Source: an optimization exercise on an open RTL-to-GDS flow (aim: small area). Production flows keep margins and buffers that such runs may drop.
RTL that was checked went through simulation tests only; none was proved equivalent to the original.
The clock port is modelled as an ideal driver, which makes a skipped or thinned clock tree look cheaper than it is; a real chip needs a root buffer or a tree.
Power figures rest on the tool's default switching activity, not on a simulated workload.

==> flow/design.v (excerpt) <==
module command_parser_top #(
  parameter int DIVISOR      = 434,
  parameter int SAMPLE_PHASE = DIVISOR / 2,
  parameter int NUM_REGS     = 32
) (
  input  logic clk,
  input  logic i_reset,
  input  logic i_rx,
  output logic o_tx
);
Size in the first run: ~1,100 flip-flops, about 4 I/O pins, ~0.023 mm^2 of cells after synthesis.
export LEC_CHECK = 0
export CAP_MARGIN = 20
export CORE_MARGIN = 2
export CORE_UTILIZATION = 70
export CTS_BUF_LIST = sky130_fd_sc_hd__clkbuf_16
export CTS_CLUSTER_DIAMETER = 60
export CTS_CLUSTER_SIZE = 34
export SLEW_MARGIN = 20
create_clock -name core_clock -period 10.0 [get_ports {clk}]
run.sh (not shown) runs the stock make flow with config.mk's settings and CLKGATE_MAP_FILE= SYNTH_SCRIPT=/design/flow/synth_recipe.tcl, a recipe that flattens the netlist after the stock synthesis.
Then changed:
Settings changed: CTS_CLUSTER_DIAMETER 60 to 150, PLACE_DENSITY set to 0.75.
- power drops by a few percent
- synthesized cell count stays the same
- worst hold slack is worse by 35 ps
- cell count drops slightly
- wire length climbs by roughly a tenth
- cell area drops slightly
- die area does not change
- flip-flop and latch count does not change
- global-route usage climbs by 2.1 points
- synthesized area is unchanged
- setup slack is worse by 14 ps
Then changed:
Settings changed: CORE_UTILIZATION 70 to 80, CTS_CLUSTER_DIAMETER 150 to 100, CTS_CLUSTER_SIZE 34 to 36, PLACE_DENSITY 0.75 to 0.85.
Outcome: Now the flow stopped in detailed placement (3_5_place_dp) with DPL-0033; synthesized area does not change; synthesized cell count does not change.
No functional check of the RTL was part of any run of this note.

========
## alpha
command_parser_top, a different RTL version from the one above (not shown whole).
Size in the first run: ~1300 cells after synthesis, ~1100 flip-flops, about 4 I/O pins.
==> flow/design.v (excerpt) <==
module command_parser_top #(
  parameter int DIVISOR      = 434,
  parameter int SAMPLE_PHASE = DIVISOR / 2,
  parameter int NUM_REGS     = 32
) (
  input  logic clk,
  input  logic i_reset,
  input  logic i_rx,
  output logic o_tx
);
  localparam int CW = $clog2(DIVISOR);
  localparam int AW = (NUM_REGS > 1) ? $clog2(NUM_REGS) : 1;
  localparam int PW = AW + 2;                  
  localparam int NSLOT = 1 << PW;              
  localparam logic [CW-1:0] BIT_LAST  = CW'(DIVISOR - 1);
  localparam logic [CW-1:0] SAMPLE_AT = CW'(SAMPLE_PHASE);
  localparam logic [7:0]    CMD_WRITE = 8'hAA;
  localparam logic [7:0]    CMD_READ  = 8'h00;
  typedef enum logic [1:0] {RX_IDLE, RX_START, RX_DATA, RX_STOP} rx_state_t;
  typedef enum logic [2:0] {IDLE, GET_ADDR, GET_DATA, EXEC, SEND} state_t;
  logic            rx_meta, rx_sync, rx_prev;
  rx_state_t       rx_state, rx_state_n;
  logic [CW-1:0]   rx_cnt, rx_cnt_n;
  logic [2:0]      rx_bit, rx_bit_n;
  logic [7:0]      rx_shift, rx_shift_n;
  logic            rx_valid, rx_valid_n;
  always_ff @(posedge clk or posedge i_reset) begin
    if (i_reset) begin
      rx_meta  <= 1'b1;
      rx_sync  <= 1'b1;
      rx_prev  <= 1'b1;
      rx_state <= RX_IDLE;
      rx_shift <= 8'd0;
      rx_valid <= 1'b0;
    end else begin
      rx_meta  <= i_rx;
      rx_sync  <= rx_meta;
      rx_prev  <= rx_sync;
      rx_state <= rx_state_n;
      rx_shift <= rx_shift_n;
      rx_valid <= rx_valid_n;
    end
  end
  always_ff @(posedge clk) begin
    rx_cnt <= rx_cnt_n;
    rx_bit <= rx_bit_n;
  end
  always_comb begin
    rx_state_n = rx_state;
    rx_cnt_n   = rx_cnt + CW'(1);
    rx_bit_n   = rx_bit;
    rx_shift_n = rx_shift;
    rx_valid_n = 1'b0;
    case (rx_state)
      RX_IDLE: begin
        rx_cnt_n = '0;
        if (rx_prev && !rx_sync) rx_state_n = RX_START;
      end
      RX_START: begin
        if (rx_cnt == SAMPLE_AT) begin
          rx_cnt_n = '0;
          rx_bit_n = 3'd0;
          if (rx_sync) rx_state_n = RX_IDLE;
          else         rx_state_n = RX_DATA;
        end
      end
      RX_DATA: begin
        if (rx_cnt == BIT_LAST) begin
  ...
clock: 10.0 ns
lec_check: 0
cap_margin: 20
core_margin: 2
core_utilization: 40
slew_margin: 20
[inputs] beta vs alpha
Settings: CORE_UTILIZATION: 40 -> 70.
Notes after the runs:
beta vs. alpha: HPWL reported at the end of detailed placement now sits higher, combinational share of power now sits at about the same level. The standard cell core area number comes out higher for alpha vs beta. In the metrics for alpha and beta, the one carrying the higher global-route usage is beta.

========
## v19
Another version of the RTL of command_parser_top (not shown whole).
Size in the first run: ~1300 cells after synthesis, ~1100 flip-flops, roughly 4 I/O pins, ~0.023 mm^2 of cells after synthesis.
## command_parser_top
module command_parser_top #(
  parameter int DIVISOR      = 434,
  parameter int SAMPLE_PHASE = DIVISOR / 2,
  parameter int NUM_REGS     = 32
) (
  input  logic clk,
  input  logic i_reset,
  input  logic i_rx,
  output logic o_tx
);
  localparam int CW = $clog2(DIVISOR);
  localparam int AW = (NUM_REGS > 1) ? $clog2(NUM_REGS) : 1;
  localparam int PW = AW + 2;                  
  localparam int NSLOT = 1 << PW;              
  localparam logic [7:0]    CMD_WRITE = 8'hAA;
  localparam logic [7:0]    CMD_READ  = 8'h00;
  typedef enum logic [2:0] {IDLE, ADDR_W, ADDR_R, DATA_W, DATA_R, EXEC, SEND, W_FLUSH} state_t;
  function automatic logic [CW-1:0] lfsr_next(input logic [CW-1:0] s);
    lfsr_next = {s[CW-2:0], ~(s[8] ^ s[4])};
  endfunction
  function automatic logic [CW-1:0] lfsr_at(input int n);
    logic [CW-1:0] s;
    s = '0;
    for (int i = 0; i < n; i++) s = {s[CW-2:0], ~(s[8] ^ s[4])};
    lfsr_at = s;
  endfunction
  localparam logic [CW-1:0] BIT_LAST  = lfsr_at(DIVISOR - 1);
  localparam logic [CW-1:0] RX_WAIT   = lfsr_at(DIVISOR - 1 - SAMPLE_PHASE);
  typedef enum logic [1:0] {RX_IDLE, RX_START, RX_DATA, RX_VALID} rx_state_t;
  logic            rx_meta, rx_sync, rx_prev;
  logic            rx_first;
  rx_state_t       rx_state, rx_state_n;
  logic [CW-1:0]   rx_cnt, rx_cnt_n;
  logic [8:0]      rx_sh, rx_sh_n;
  logic            rx_valid;
  logic [7:0]      rx_byte;
  ...
Settings: LEC_CHECK=0, CAP_MARGIN=0, CORE_MARGIN=2, CORE_UTILIZATION=70, CTS_BUF_LIST=sky130_fd_sc_hd__clkbuf_16, CTS_CLUSTER_DIAMETER=70, CTS_CLUSTER_SIZE=34, PLACE_DENSITY=0.75, SLEW_MARGIN=0; clock period 10.0 ns.
standard.sh (not shown) runs the stock make flow with config.mk's settings and CLKGATE_MAP_FILE= SYNTH_SCRIPT=/design/flow/synth_recipe.tcl, a recipe that flattens the netlist after the stock synthesis.
==> flow/flow/run.sh <==
#!/bin/bash
# The standard layout (standard.sh) with the ports buffered by buf_1 cells
# (BUFFER_PORTS_ARGS) and two changes to clock tree synthesis:
#  - no dummy loads: TritonCTS otherwise hangs unconnected buffers and inverters on
#    the tree to balance it;
#  - ctree.tcl (run by ORFS right after CTS, as POST_CTS_TCL) drives every leaf
#    buffer straight from the root buffer, removes the levels in between, moves
#    flip-flops off leaves whose clock slew is too high onto nearby leaves, and
#    repairs timing again.
# The full output of the ORFS run goes to standard_flow.log in this folder; ORFS's
# own per-step logs stay under orfs/logs/.
set -euo pipefail
here=$(pwd)
export BUFFER_PORTS_ARGS="-buffer_cell sky130_fd_sc_hd__buf_1"
export CTS_ARGS="-sink_clustering_enable -repair_clock_nets -sink_clustering_size 34 -sink_clustering_max_diameter 70 -buf_list sky130_fd_sc_hd__clkbuf_16 -dont_use_dummy_load"
export POST_CTS_TCL="$here/flow/ctree.tcl"
bash standard.sh finish > "$here/standard_flow.log" 2>&1
Other scripts of this flow, unchanged in this note and not shown: flow/flow/ctree.tcl
v19 finished every step from synthesis to the final layout, and the layout passed the timing, design-rule and antenna checks.
Here is what was changed in the inputs of v29 compared with v19.
-- flow/flow/run.sh --
<<< v19, line 1
#!/bin/bash
# The standard layout (standard.sh) with the ports buffered by buf_1 cells
# (BUFFER_PORTS_ARGS) and two changes to clock tree synthesis:
#  - no dummy loads: TritonCTS otherwise hangs unconnected buffers and inverters on
>>> v29, line 1
#!/bin/bash
# The standard layout (standard.sh) with two changes to clock tree synthesis:
#  - no dummy loads: TritonCTS otherwise hangs unconnected buffers and inverters on
<<< v19, line 13
here=$(pwd)
export BUFFER_PORTS_ARGS="-buffer_cell sky130_fd_sc_hd__buf_1"
export CTS_ARGS="-sink_clustering_enable -repair_clock_nets -sink_clustering_size 34 -sink_clustering_max_diameter 70 -buf_list sky130_fd_sc_hd__clkbuf_16 -dont_use_dummy_load"
>>> v29, line 12
here=$(pwd)
export CTS_ARGS="-sink_clustering_enable -repair_clock_nets -sink_clustering_size 34 -sink_clustering_max_diameter 70 -buf_list sky130_fd_sc_hd__clkbuf_16 -dont_use_dummy_load"
### Flow results
Clock group total power across v29 and v19: no real change. Total via count in the routed design: v19 vs v29, no meaningful difference. Comparing v29 with v19, the relative area of clock buffers and inverters in the final design came out essentially unchanged. Design internal power of v29 is on par with v19. Fmax delta (v29 − v19): unfavourable. Summary: with v19 as the reference, power spent charging and discharging nets in v29 moved down slightly.

==> what the ideal ports hide <==
In the flow no input, the clock included, has a driving cell. The finished layouts below were timed again as built, in two steps. Step 1 sets driving cells, clkbuf_16 on the clock port and buf_2 on the other inputs (assumed; they add their load-dependent delay and slew). Step 2, shift: input delay + t, output delay - t, t = (earliest + latest rising clock arrival at the registers) / 2. This alone moves slack from input paths to output paths. a / b / c = no drivers / after step 1 / after step 2; a / b = the first two.
| run | t (ns) | slack for setup (ns) | worst register clock-pin slew, ns | worst data-port slew with drivers (ns) |
|---|---|---|---|---|
| the first run of note 1 | 0.618 | 6.349 / 6.299 / 6.917 | 0.12 / 0.12 | 0.03 |
| the second run of note 1 | 0.609 | 6.335 / 6.279 / 6.889 | 0.12 / 0.12 | 0.04 |
| alpha | 0.659 | 6.335 / 6.283 / 6.941 | 0.07 / 0.07 | 0.03 |
| beta | 0.659 | 6.352 / 6.297 / 6.957 | 0.08 / 0.08 | 0.03 |
| v19 | 0.712 | 6.655 / 6.603 / 6.980 | 0.13 / 0.13 | 0.03 |
| v29 | 0.704 | 6.305 / 6.251 / 6.704 | 0.12 / 0.12 | 0.03 |
After both steps setup and hold are still met in every run listed. Setup slack includes reset recovery checks.
